From an optimization exercise on the open Yosys and OpenROAD flow, aimed at small area, a short achievable clock period and few clock cycles per item; shortcuts taken in it are not production practice. In this exercise RTL edits were held to simulation tests only and were not proved equivalent to the original. No activity file was given, so power comes from the tool's default toggle rates.

[flow/run.sh]
#!/bin/bash
# synth_recipe.tcl (not shown) runs the flow's synth.tcl, then flattens the netlist and writes it again
# the make line also repeats each setting of config.mk as NAME=value (left out here)
make -C /OpenROAD-flow-scripts/flow DESIGN_CONFIG=/design/flow/config.mk WORK_HOME=/design/flow/orfs CLKGATE_MAP_FILE= SYNTH_SCRIPT=/design/flow/synth_recipe.tcl finish
[flow/design.v]
package ttavg_pkg;
    localparam int SUM_W         = 32;      
    localparam int MS_PER_MINUTE = 60000;
    localparam int FRAC_ITERS    = 5;       
    localparam int DIV_CNT_W     = 6;       
    localparam int STEP_W        = 4;
    localparam logic [7:0] CEILING_RESET = 8'd220;
    localparam logic [STEP_W-1:0] ST_DISPATCH    = 4'd0;
    localparam logic [STEP_W-1:0] ST_CHECK_FIRST = 4'd1;
    localparam logic [STEP_W-1:0] ST_DIV_TEMPO   = 4'd2;
    localparam logic [STEP_W-1:0] ST_WAIT_TEMPO  = 4'd3;
    localparam logic [STEP_W-1:0] ST_TEMPO       = 4'd4;
    localparam logic [STEP_W-1:0] ST_ACCUM       = 4'd5;
    localparam logic [STEP_W-1:0] ST_DIV_SUM     = 4'd6;
    localparam logic [STEP_W-1:0] ST_WAIT_SUM    = 4'd7;
    localparam logic [STEP_W-1:0] ST_DIV_FRAC    = 4'd8;
    localparam logic [STEP_W-1:0] ST_WAIT_FRAC   = 4'd9;
    localparam logic [STEP_W-1:0] ST_COMPARE     = 4'd10;
    localparam logic [STEP_W-1:0] ST_REPORT      = 4'd11;
    localparam logic [STEP_W-1:0] ST_FIRST       = 4'd12;
    localparam logic [STEP_W-1:0] ST_CLEAR       = 4'd13;
    typedef enum logic [3:0] {
        OP_NOP        = 4'd0,
        OP_LOAD_TEMPO = 4'd1,
        OP_TEMPO      = 4'd2,
        OP_ACCUM      = 4'd3,
        OP_LOAD_SUM   = 4'd4,
        OP_LOAD_FRAC  = 4'd5,
        OP_COMPARE    = 4'd6,
        OP_REPORT     = 4'd7,
        OP_FIRST      = 4'd8,
        OP_CLEAR      = 4'd9
    } op_t;
    typedef enum logic [1:0] {
        COND_NEVER      = 2'd0,
        COND_FUNC       = 2'd1,
        COND_COUNT_ZERO = 2'd2,
        COND_DIV_BUSY   = 2'd3
    } cond_t;
    typedef enum logic [2:0] {
        STATUS_FIRST    = 3'd0,
        STATUS_ACCEPTED = 3'd1,
        STATUS_WARN     = 3'd2,
        STATUS_RESTART  = 3'd3,
        STATUS_CLEARED  = 3'd4
    } status_t;
    typedef struct packed {
        op_t               op;
        cond_t             cond;
        logic [STEP_W-1:0] target;
        logic              last;    
        logic              emit;    
    } uword_t;
    typedef struct packed {
        logic                 start;
        logic [DIV_CNT_W-1:0] iters;
    } div_ctl_t;
endpackage
import ttavg_pkg::*;
module ttavg_div #(
    parameter int DEN_W = 32
) (
    input  logic                       aclk,
    input  logic                       aresetn,
    input  ttavg_pkg::div_ctl_t        ctl,
    input  logic [ttavg_pkg::SUM_W-1:0] num,       
    input  logic [DEN_W-1:0]           rem_init,   
    input  logic [DEN_W-1:0]           den,
    output logic                       busy,
    output logic [ttavg_pkg::SUM_W-1:0] quot,
    output logic [DEN_W-1:0]           rem
);
    logic [DIV_CNT_W-1:0] cnt_reg, cnt_next;
    logic [SUM_W-1:0]     num_reg, quot_reg;
    logic [DEN_W-1:0]     rem_reg, den_reg;
    logic [DEN_W:0]       trial, diff;
    logic                 fits;
    always_comb begin
        trial = {rem_reg, num_reg[SUM_W-1]};
        diff  = trial - {1'b0, den_reg};
        fits  = (trial >= {1'b0, den_reg});
        cnt_next = cnt_reg;
        if (ctl.start) begin
            cnt_next = ctl.iters;
        end else if (cnt_reg != '0) begin
            cnt_next = cnt_reg - DIV_CNT_W'(1);
        end
    end
    always_ff @(posedge aclk) begin
        if (!aresetn) begin
            cnt_reg <= '0;
        end else begin
            cnt_reg <= cnt_next;
        end
    end
    always_ff @(posedge aclk) begin
        if (ctl.start) begin
            num_reg  <= num;
            rem_reg  <= rem_init;
            den_reg  <= den;
            quot_reg <= '0;
        end else if (cnt_reg != '0) begin
            num_reg  <= {num_reg[SUM_W-2:0], 1'b0};
            rem_reg  <= fits ? diff[DEN_W-1:0] : trial[DEN_W-1:0];
            quot_reg <= {quot_reg[SUM_W-2:0], fits};
        end
    end
    assign busy = (cnt_reg != '0);
    assign quot = quot_reg;
    assign rem  = rem_reg;
endmodule
import ttavg_pkg::*;
module tap_tempo_averager_core #(
    parameter int COUNT_WIDTH = 16,
    parameter int TIME_WIDTH  = 32,
    parameter int FRAC_BITS   = 8
) (
    input  logic                               aclk,
    input  logic                               aresetn,
    input  logic                               s_tvalid,
    output logic                               s_tready,
    input  logic [((TIME_WIDTH+7)/8)*8-1:0]    s_tdata,    
    input  logic                               s_tuser,    
    output logic                               m_tvalid,
    input  logic                               m_tready,
    output logic [47:0]                        m_tdata,    
    output logic [2:0]                         m_tuser,    
    input  logic                               cfg_we,
    input  logic [7:0]                         cfg_wdata   
);
    localparam int TQ_W        = FRAC_BITS + 8;    
    localparam int DEN_W       = (TIME_WIDTH > COUNT_WIDTH) ? TIME_WIDTH : COUNT_WIDTH;
    localparam int TEMPO_ITERS = 16 + FRAC_BITS;
    localparam int PROD_W      = TQ_W + COUNT_WIDTH;
    localparam int CMP_W       = ((PROD_W > SUM_W) ? PROD_W : SUM_W) + 2;
    localparam int RND_W       = SUM_W + 6;
    localparam int LRND_W      = TQ_W + 6;
    localparam int FRAC20_W    = COUNT_WIDTH + 5;
    localparam logic [SUM_W-1:0]       MS_Q      = SUM_W'(MS_PER_MINUTE) << FRAC_BITS;
    localparam logic [COUNT_WIDTH-1:0] COUNT_MAX = '1;
    logic              busy_reg, busy_next;
    logic [STEP_W-1:0] step_reg, step_next;
    ttavg_pkg::uword_t uw;
    logic              cond_true, hold, exec;
    logic [7:0]             ceiling_reg;
    logic [TIME_WIDTH-1:0]  prev_time_reg;
    logic [COUNT_WIDTH-1:0] count_reg;
    logic [SUM_W-1:0]       sum_reg;
    logic                   func_reg;
    logic [TIME_WIDTH-1:0]  time_reg;
    logic [TQ_W-1:0]        tempo_reg;     
    logic [PROD_W-1:0]      prod_reg;
    logic [SUM_W-1:0]       qsum_reg;
    logic [COUNT_WIDTH-1:0] rsum_reg;
    logic                   restart_reg, warn_reg;
    logic        m_tvalid_reg;
    ttavg_pkg::status_t status_out_reg;
    logic [11:0] last_out_reg, avgt_out_reg;
    logic [7:0]  avgw_out_reg;
    logic [15:0] total_out_reg;
    ttavg_pkg::div_ctl_t div_ctl;
    logic [SUM_W-1:0]  div_num, div_quot;
    logic [DEN_W-1:0]  div_rem_init, div_den, div_rem;
    logic              div_busy;
    logic [COUNT_WIDTH-1:0] n_cnt;
    logic [TIME_WIDTH-1:0]  interval;
    logic [TQ_W-1:0]        ceil_q;
    logic [FRAC20_W-1:0]    frac20;
    logic [SUM_W:0]         sum_ext;
    logic [CMP_W-1:0]       cmp_p, cmp_s;
    logic                   dev_restart, dev_warn;
    logic [RND_W-1:0]       tenths_acc, whole_acc;
    logic [LRND_W-1:0]      last_acc;
    logic                   half_up;
    assign n_cnt    = count_reg - COUNT_WIDTH'(1);
    assign interval = time_reg - prev_time_reg;           
    assign ceil_q   = {ceiling_reg, {FRAC_BITS{1'b0}}};
    assign sum_ext  = {1'b0, sum_reg} + (SUM_W + 1)'(tempo_reg);
    assign frac20 = (FRAC20_W'(div_rem[COUNT_WIDTH-1:0]) << 4)
                  + (FRAC20_W'(div_rem[COUNT_WIDTH-1:0]) << 2);
    always_comb begin
        uw.op     = OP_NOP;
        uw.cond   = COND_NEVER;
        uw.target = ST_DISPATCH;
        uw.last   = 1'b0;
        uw.emit   = 1'b0;
        unique case (step_reg)
            ST_DISPATCH: begin
                uw.cond   = COND_FUNC;
                uw.target = ST_CLEAR;
            end
            ST_CHECK_FIRST: begin
                uw.cond   = COND_COUNT_ZERO;
                uw.target = ST_FIRST;
            end
            ST_DIV_TEMPO:  uw.op = OP_LOAD_TEMPO;
            ST_WAIT_TEMPO: begin
                uw.cond   = COND_DIV_BUSY;
                uw.target = ST_WAIT_TEMPO;
            end
            ST_TEMPO:      uw.op = OP_TEMPO;
            ST_ACCUM:      uw.op = OP_ACCUM;
            ST_DIV_SUM:    uw.op = OP_LOAD_SUM;
            ST_WAIT_SUM: begin
                uw.cond   = COND_DIV_BUSY;
                uw.target = ST_WAIT_SUM;
            end
            ST_DIV_FRAC:   uw.op = OP_LOAD_FRAC;
            ST_WAIT_FRAC: begin
                uw.cond   = COND_DIV_BUSY;
                uw.target = ST_WAIT_FRAC;
            end
            ST_COMPARE:    uw.op = OP_COMPARE;
            ST_REPORT: begin
                uw.op   = OP_REPORT;
                uw.last = 1'b1;
                uw.emit = 1'b1;
            end
            ST_FIRST: begin
                uw.op   = OP_FIRST;
                uw.last = 1'b1;
                uw.emit = 1'b1;
            end
            ST_CLEAR: begin
                uw.op   = OP_CLEAR;
                uw.last = 1'b1;
                uw.emit = 1'b1;
            end
            default: uw.last = 1'b1;    
        endcase
    end
    always_comb begin
        unique case (uw.cond)
            COND_NEVER:      cond_true = 1'b0;
            COND_FUNC:       cond_true = func_reg;
            COND_COUNT_ZERO: cond_true = (count_reg == '0);
            COND_DIV_BUSY:   cond_true = div_busy;
            default:         cond_true = 1'b0;
        endcase
    end
    assign hold = uw.emit && m_tvalid_reg && !m_tready;
    assign exec = busy_reg && !hold;
    always_comb begin
        busy_next = busy_reg;
        step_next = step_reg;
        if (!busy_reg) begin
            if (s_tvalid) begin
                busy_next = 1'b1;
                step_next = ST_DISPATCH;
            end
        end else if (exec) begin
            if (uw.last) begin
                busy_next = 1'b0;
                step_next = ST_DISPATCH;
            end else if (cond_true) begin
                step_next = uw.target;
            end else begin
                step_next = step_reg + STEP_W'(1);
            end
        end
    end
    always_ff @(posedge aclk) begin
        if (!aresetn) begin
            busy_reg <= 1'b0;
            step_reg <= ST_DISPATCH;
        end else begin
            busy_reg <= busy_next;
            step_reg <= step_next;
        end
    end
    always_comb begin
        div_ctl.start = 1'b0;
        div_ctl.iters = '0;
        div_num      = '0;
        div_rem_init = '0;
        div_den      = DEN_W'(n_cnt);
        if (exec) begin
            unique case (uw.op)
                OP_LOAD_TEMPO: begin
                    div_ctl.start = 1'b1;
                    div_ctl.iters = DIV_CNT_W'(TEMPO_ITERS);
                    div_num       = MS_Q << (SUM_W - TEMPO_ITERS);
                    div_den       = DEN_W'(interval);
                end
                OP_LOAD_SUM: begin
                    div_ctl.start = 1'b1;
                    div_ctl.iters = DIV_CNT_W'(SUM_W);
                    div_num       = sum_reg;
                end
                OP_LOAD_FRAC: begin
                    div_ctl.start = 1'b1;
                    div_ctl.iters = DIV_CNT_W'(FRAC_ITERS);
                    div_num       = SUM_W'(frac20[FRAC_ITERS-1:0]) << (SUM_W - FRAC_ITERS);
                    div_rem_init  = DEN_W'(frac20 >> FRAC_ITERS);
                end
                default: ;
            endcase
        end
    end
    ttavg_div #(
        .DEN_W (DEN_W)
    ) u_div (
        .aclk     (aclk),
        .aresetn  (aresetn),
        .ctl      (div_ctl),
        .num      (div_num),
        .rem_init (div_rem_init),
        .den      (div_den),
        .busy     (div_busy),
        .quot     (div_quot),
        .rem      (div_rem)
    );
    always_comb begin
        cmp_p       = CMP_W'(prod_reg);
        cmp_s       = CMP_W'(sum_reg);
        dev_restart = (cmp_p > (cmp_s << 1)) || (cmp_s > (cmp_p << 1));
        dev_warn    = ((cmp_p << 1) > ((cmp_s << 1) + cmp_s))
                   || ((cmp_s << 1) > ((cmp_p << 1) + cmp_p));
    end
    always_comb begin
        half_up    = ({rsum_reg, 1'b0} >= {1'b0, n_cnt});
        tenths_acc = (RND_W'(qsum_reg) << 4) + (RND_W'(qsum_reg) << 2)
                   + RND_W'(div_quot[FRAC_ITERS-1:0]) + (RND_W'(1) << FRAC_BITS);
        whole_acc  = (RND_W'(qsum_reg) << 1) + RND_W'(half_up)
                   + (RND_W'(1) << FRAC_BITS);
        last_acc   = (LRND_W'(tempo_reg) << 4) + (LRND_W'(tempo_reg) << 2)
                   + (LRND_W'(1) << FRAC_BITS);
    end
    always_ff @(posedge aclk) begin
        if (!aresetn) begin
            ceiling_reg   <= CEILING_RESET;
            prev_time_reg <= '0;
            count_reg     <= '0;
            sum_reg       <= '0;
        end else begin
            if (cfg_we) begin
                ceiling_reg <= cfg_wdata;
            end
            if (exec) begin
                unique case (uw.op)
                    OP_ACCUM: begin
                        prev_time_reg <= time_reg;
                        if (count_reg != COUNT_MAX) begin
                            count_reg <= count_reg + COUNT_WIDTH'(1);
                            sum_reg   <= sum_ext[SUM_W] ? '1 : sum_ext[SUM_W-1:0];
                        end
                    end
                    OP_REPORT: begin
                        if (restart_reg) begin
                            prev_time_reg <= '0;
                            count_reg     <= '0;
                            sum_reg       <= '0;
                        end
                    end
                    OP_FIRST: begin
                        prev_time_reg <= time_reg;
                        count_reg     <= COUNT_WIDTH'(1);
                    end
                    OP_CLEAR: begin
                        prev_time_reg <= '0;
                        count_reg     <= '0;
                        sum_reg       <= '0;
                    end
                    default: ;
                endcase
            end
        end
    end
    always_ff @(posedge aclk) begin
        if (!busy_reg && s_tvalid) begin
            func_reg <= s_tuser;
            time_reg <= s_tdata[TIME_WIDTH-1:0];
        end
        if (exec) begin
            unique case (uw.op)
                OP_TEMPO: begin
                    tempo_reg <= (div_quot > SUM_W'(ceil_q)) ? ceil_q : div_quot[TQ_W-1:0];
                end
                OP_LOAD_SUM: begin
                    prod_reg <= PROD_W'(tempo_reg) * PROD_W'(n_cnt);
                end
                OP_LOAD_FRAC: begin
                    qsum_reg <= div_quot;
                    rsum_reg <= div_rem[COUNT_WIDTH-1:0];
                end
                OP_COMPARE: begin
                    restart_reg <= dev_restart;
                    warn_reg    <= dev_warn;
                end
                default: ;
            endcase
        end
    end
    always_ff @(posedge aclk) begin
        if (!aresetn) begin
            m_tvalid_reg <= 1'b0;
        end else if (exec && uw.emit) begin
            m_tvalid_reg <= 1'b1;
        end else if (m_tready) begin
            m_tvalid_reg <= 1'b0;
        end
    end
    always_ff @(posedge aclk) begin
        if (exec) begin
            unique case (uw.op)
                OP_REPORT: begin
                    status_out_reg <= restart_reg ? STATUS_RESTART
                                    : (warn_reg ? STATUS_WARN : STATUS_ACCEPTED);
                    last_out_reg   <= last_acc[FRAC_BITS+12:FRAC_BITS+1];
                    avgt_out_reg   <= tenths_acc[FRAC_BITS+12:FRAC_BITS+1];
                    avgw_out_reg   <= whole_acc[FRAC_BITS+8:FRAC_BITS+1];
                    total_out_reg  <= restart_reg ? 16'd0 : 16'(count_reg);
                end
                OP_FIRST: begin
                    status_out_reg <= STATUS_FIRST;
                    last_out_reg   <= '0;
                    avgt_out_reg   <= '0;
                    avgw_out_reg   <= '0;
                    total_out_reg  <= 16'd1;
                end
                OP_CLEAR: begin
                    status_out_reg <= STATUS_CLEARED;
                    last_out_reg   <= '0;
                    avgt_out_reg   <= '0;
                    avgw_out_reg   <= '0;
                    total_out_reg  <= '0;
                end
                default: ;
            endcase
        end
    end
    assign s_tready = !busy_reg;
    assign m_tvalid = m_tvalid_reg;
    assign m_tdata  = {total_out_reg, avgw_out_reg, avgt_out_reg, last_out_reg};
    assign m_tuser  = status_out_reg;
endmodule
[flow/constraint.sdc]
create_clock -name core_clock -period 10.0 [get_ports {aclk}]
set_input_delay 2.0000 -clock core_clock [delete_from_list [all_inputs] [get_ports {aclk}]]
set_output_delay 2.0000 -clock core_clock [all_outputs]
set_load 0.01 [all_outputs]
[flow/config.mk]
export PLATFORM = sky130hd
export DESIGN_NAME = tap_tempo_averager_core
export DESIGN_NICKNAME = tap_tempo_averager_core
export VERILOG_FILES = /design/flow/design.v
export SDC_FILE = /design/flow/constraint.sdc
export NUM_CORES = 4
export LEC_CHECK = 0
export CAP_MARGIN = 20
export CORE_MARGIN = 2
export CORE_UTILIZATION = 40
export SLEW_MARGIN = 20
==> flow_metrics.py <==
metrics = {
    "worst_setup_path": {
        "critPathRequiredTime_ns": 10.35,
        "critPathMaxStageDelay_ns": 0.78,
        "cp-end-kind": "flop",
        "critPathArrivalTime_ns": 8.72,
        "path_class": "reg2reg",
        "critPathMaxFanout": 17,
        "cp-start-kind": "flop",
        "cp_common_cell": "fa_1",
        "critPathSlowestCell": "a2111oi_1",
    },
    "timing": {
        "slew_viol_final": 0,
        "rsz0062_at_grt": "false",
        "final.setup.tns_ns": 0,
        "hold-worst-slack_ns": 0.449,
        "period_needed_ns": 8.37,
        "setup_violations": 0,
        "worst_slack_ns": 1.63,
        "max_freq_ghz": 0.119,
        "hold_viol_final": 0,
        "skew_ns": 0.0302,
        "tightestPinTransition_ns": 1.06,
        "slew_headroom_pct": 29.0,
        "fin_crit_sh_pct": 83.7,
    },
    "synthesis": {
        "synth_cells": 3868,
        "syn_area_mm2": 0.0358,
        "synth_top_area_share_pct": 20.9,
        "synth_top_cell_by_area": "edfxtp_1",
        "syn_avg_cell_area_um2": 9.25,
        "yosysWarnings": 2,
        "synthArstFlopShare_pct": 0,
        "ys.flop_type": "edfxtp_1",
        "synthesis.nets": 4575,
        "synth_area_leaders": "edfxtp_1, ha_1, fa_1",
        "yosysSeqAreaShare_pct": 28.9,
        "ys_seq_elements": 392,
        "synth-edff-count": 249,
        "synthDistinctLibCells": 87,
    },
    "route": {
        "viasPerCell": 5.43,
        "drt-total-wl_um": 95500,
        "drc_errors": 0,
        "drt-pass1-iter-count": 8,
        "vias": 27900,
        "ant_nets": 0,
        "drtIter0Drc": 1745,
        "wl_per_cell_um": 18.6,
    },
    "grt": {
        "grt_pass1_wl_um": 153000,
        "grt_usage_pct": 21.0,
        "grt_max_degree": 75,
        "antenna_found_initial": 1,
        "grt_pass1_vias": 27400,
        "grt_overflow_total": 0,
    },
    "pwr": {
        "seqPwrFrac_pct": 23.0,
        "intPower_mw": 6.56,
        "power_mw": 11.6,
        "switching_power_mw": 5.03,
        "leakage_nw": 18.0,
        "peakVddDrop_v": 0.000393,
        "power_density_mw_per_mm2": 291,
        "comb_power_share_pct": 61.4,
        "swShare_pct": 43.4,
        "clkPwrFrac_pct": 15.6,
    },
    "floorplanning": {
        "initial_utilization_pct": 40.4,
        "die-area_mm2": 0.0919,
        "die_y_um": 303,
        "coreArea_mm2": 0.0885,
        "fp-row-count": 109,
        "die_x_um": 303,
        "ios": 99,
    },
    "flow_run": {
        "max_cap_violations": 0,
    },
    "clock_network": {
        "clockRootBuffer": "clkbuf_16",
        "clkLatencyLatePin_ns": 0.61,
        "clock_sinks": 392,
        "ctsLongestPathBuffers": 3,
        "cts_buffers": 45,
        "cts_tree": "done",
        "cts_resized": 0,
        "htree_levels": 2,
        "cts.hold.buffers_added": 0,
        "clkTransAtPathRegs_ns": 0.06,
        "post_cts_buffers": 0,
    },
    "placement": {
        "portBuffers": 98,
        "hpwl_um": 72200,
        "gp_congestion": 0.865,
        "pre_cts_slack_ns": 1.61,
    },
    "cells_and_area": {
        "drive_above_1_share_pct": 4.36,
        "final_common_cell": "ha_1",
        "area_growth_pct": 11.3,
        "mostFrequentLayoutCells": "ha_1, inv_1, nand2_1",
        "fin_nets": 4638,
        "n_antenna_cell": 0,
    },
    "min_path": {
        "min_path_type": "reg2reg",
    },
    "run_status": {
        "status": "finished clean",
    },
}
[worst max-delay path: cells and delay by family, from the launching register on]
kind,cells,cell delay [ns]
AO/OA/AOI/OAI,5,1.46
XOR/XNOR,1,0.14
adder cells (fa/ha/maj),8,3.64
buffers and inverters,7,0.87
flip-flops,1,0.30
AND/OR/NAND/NOR,8,1.72
[layout make-up]
type	instances	area [um2]
Fill cell	8482	48700
Multi-Input combinational cell	2905	23400
Sequential cell	392	10300
Inverter	443	1660
Tap cell	1165	1460
Timing Repair Buffer	144	1350
Clock buffer	58	1290
Clock inverter	26	352
[cell usage after synthesis (all sizes together), types with 11 or more instances]
library cell	instances
mux2i	24
a21oi	246
or2	15
o211ai	23
o31ai	11
a31oi	30
xor2	100
o21ai	153
nand2	336
inv	441
buf	12
nor2	210
nor2b	60
nand4	39
nand3	94
o22ai	19
dfxtp	143
a22o	63
clkbuf	116
fa	201
edfxtp	249
nor3	53
ha	460
nor4	18
a211oi	18
o21bai	29
and2	139
and3	55
xnor2	108
a21o	125
nand2b	43
o21a	43
or3	14
a21boi	42
[stage by stage]
stage	cells	utilization [%]	cell area (um2)
6_report	5133	45.0	39800
4_1_cts	5132	45.0	39800
3_5_place_dp	5048	43.1	38200
3_3_place_gp	5047	43.1	38100
2_1_floorplan	3868	-	35800
5_1_grt	5133	45.0	39800
[logic make-up after synthesis]
logic type | Yosys count | share of synthesized area, %
xor+xnor | 208 | 5.09
mux | 27 | 0.766
simple gates | 1113 | 15.4
compound gates | 896 | 16.5
fa+ha+maj | 661 | 27.3
buf+inv | 571 | 6.03
flops | 392 | 28.9
[routing by layer]
layer	wire length, um	share of wire [%]	track usage (%)	vias to the layer above
li1	-	-	-	13700
met1	45900	48	30.1	13400
met2	40800	43	31.9	678
met3	6080	6.4	4.11	141
met4	2760	2.9	6.51	2
met5	13	0.014	0	-
[power by group through the flow]
stage	clock network [mW]	logic [mW]	registers, mW
finish	1.81	7.12	2.66
global route	1.92	8.14	2.70
CTS	1.85	7.12	2.66
detailed placement	0	7.06	2.69
global placement	0	7.01	2.69
floorplan	0	5.56	2.59
[path summary, 6_finish.rpt]
kind / from / end / slack (ns) / cells past startpoint
setup / recovery: count_reg[0] / prod_reg[30] / 1.63 / 29
hold / removal: prev_time_reg[23] / prev_time_reg[23] / 0.45 / 2
setup reg to reg: count_reg[0] / prod_reg[30] / 1.63 / 29
hold reg to reg: prev_time_reg[23] / prev_time_reg[23] / 0.45 / 2
Testbench counts, summed over its fixed seeds: cycles 220,705, items 3,200.

==> port drivers added, routing unchanged <==
In the flow no input, the clock included, has a driving cell. The finished layout below was timed again as built, in two steps.
Step 1 sets driving cells, clkbuf_16 on the clock port and buf_2 on the other inputs (assumed; they add their load-dependent delay and slew).
Step 2 moves the port delays by t, midway between the first and last clock arrival at a register: inputs arrive t later, outputs are due t later. That takes back most of the time a late clock gives input paths.
a / b / c = ideal ports / drivers / drivers and shift; a / b = the first two.
t, ns: 0.664
setup WS [ns]: 1.629 / 1.629 / 1.629
pins driven straight from the clock port: 1
After both steps this run still meets setup and hold. The setup slack of this run moves by 0.000 ns with the drivers and by 0.000 ns with both steps.
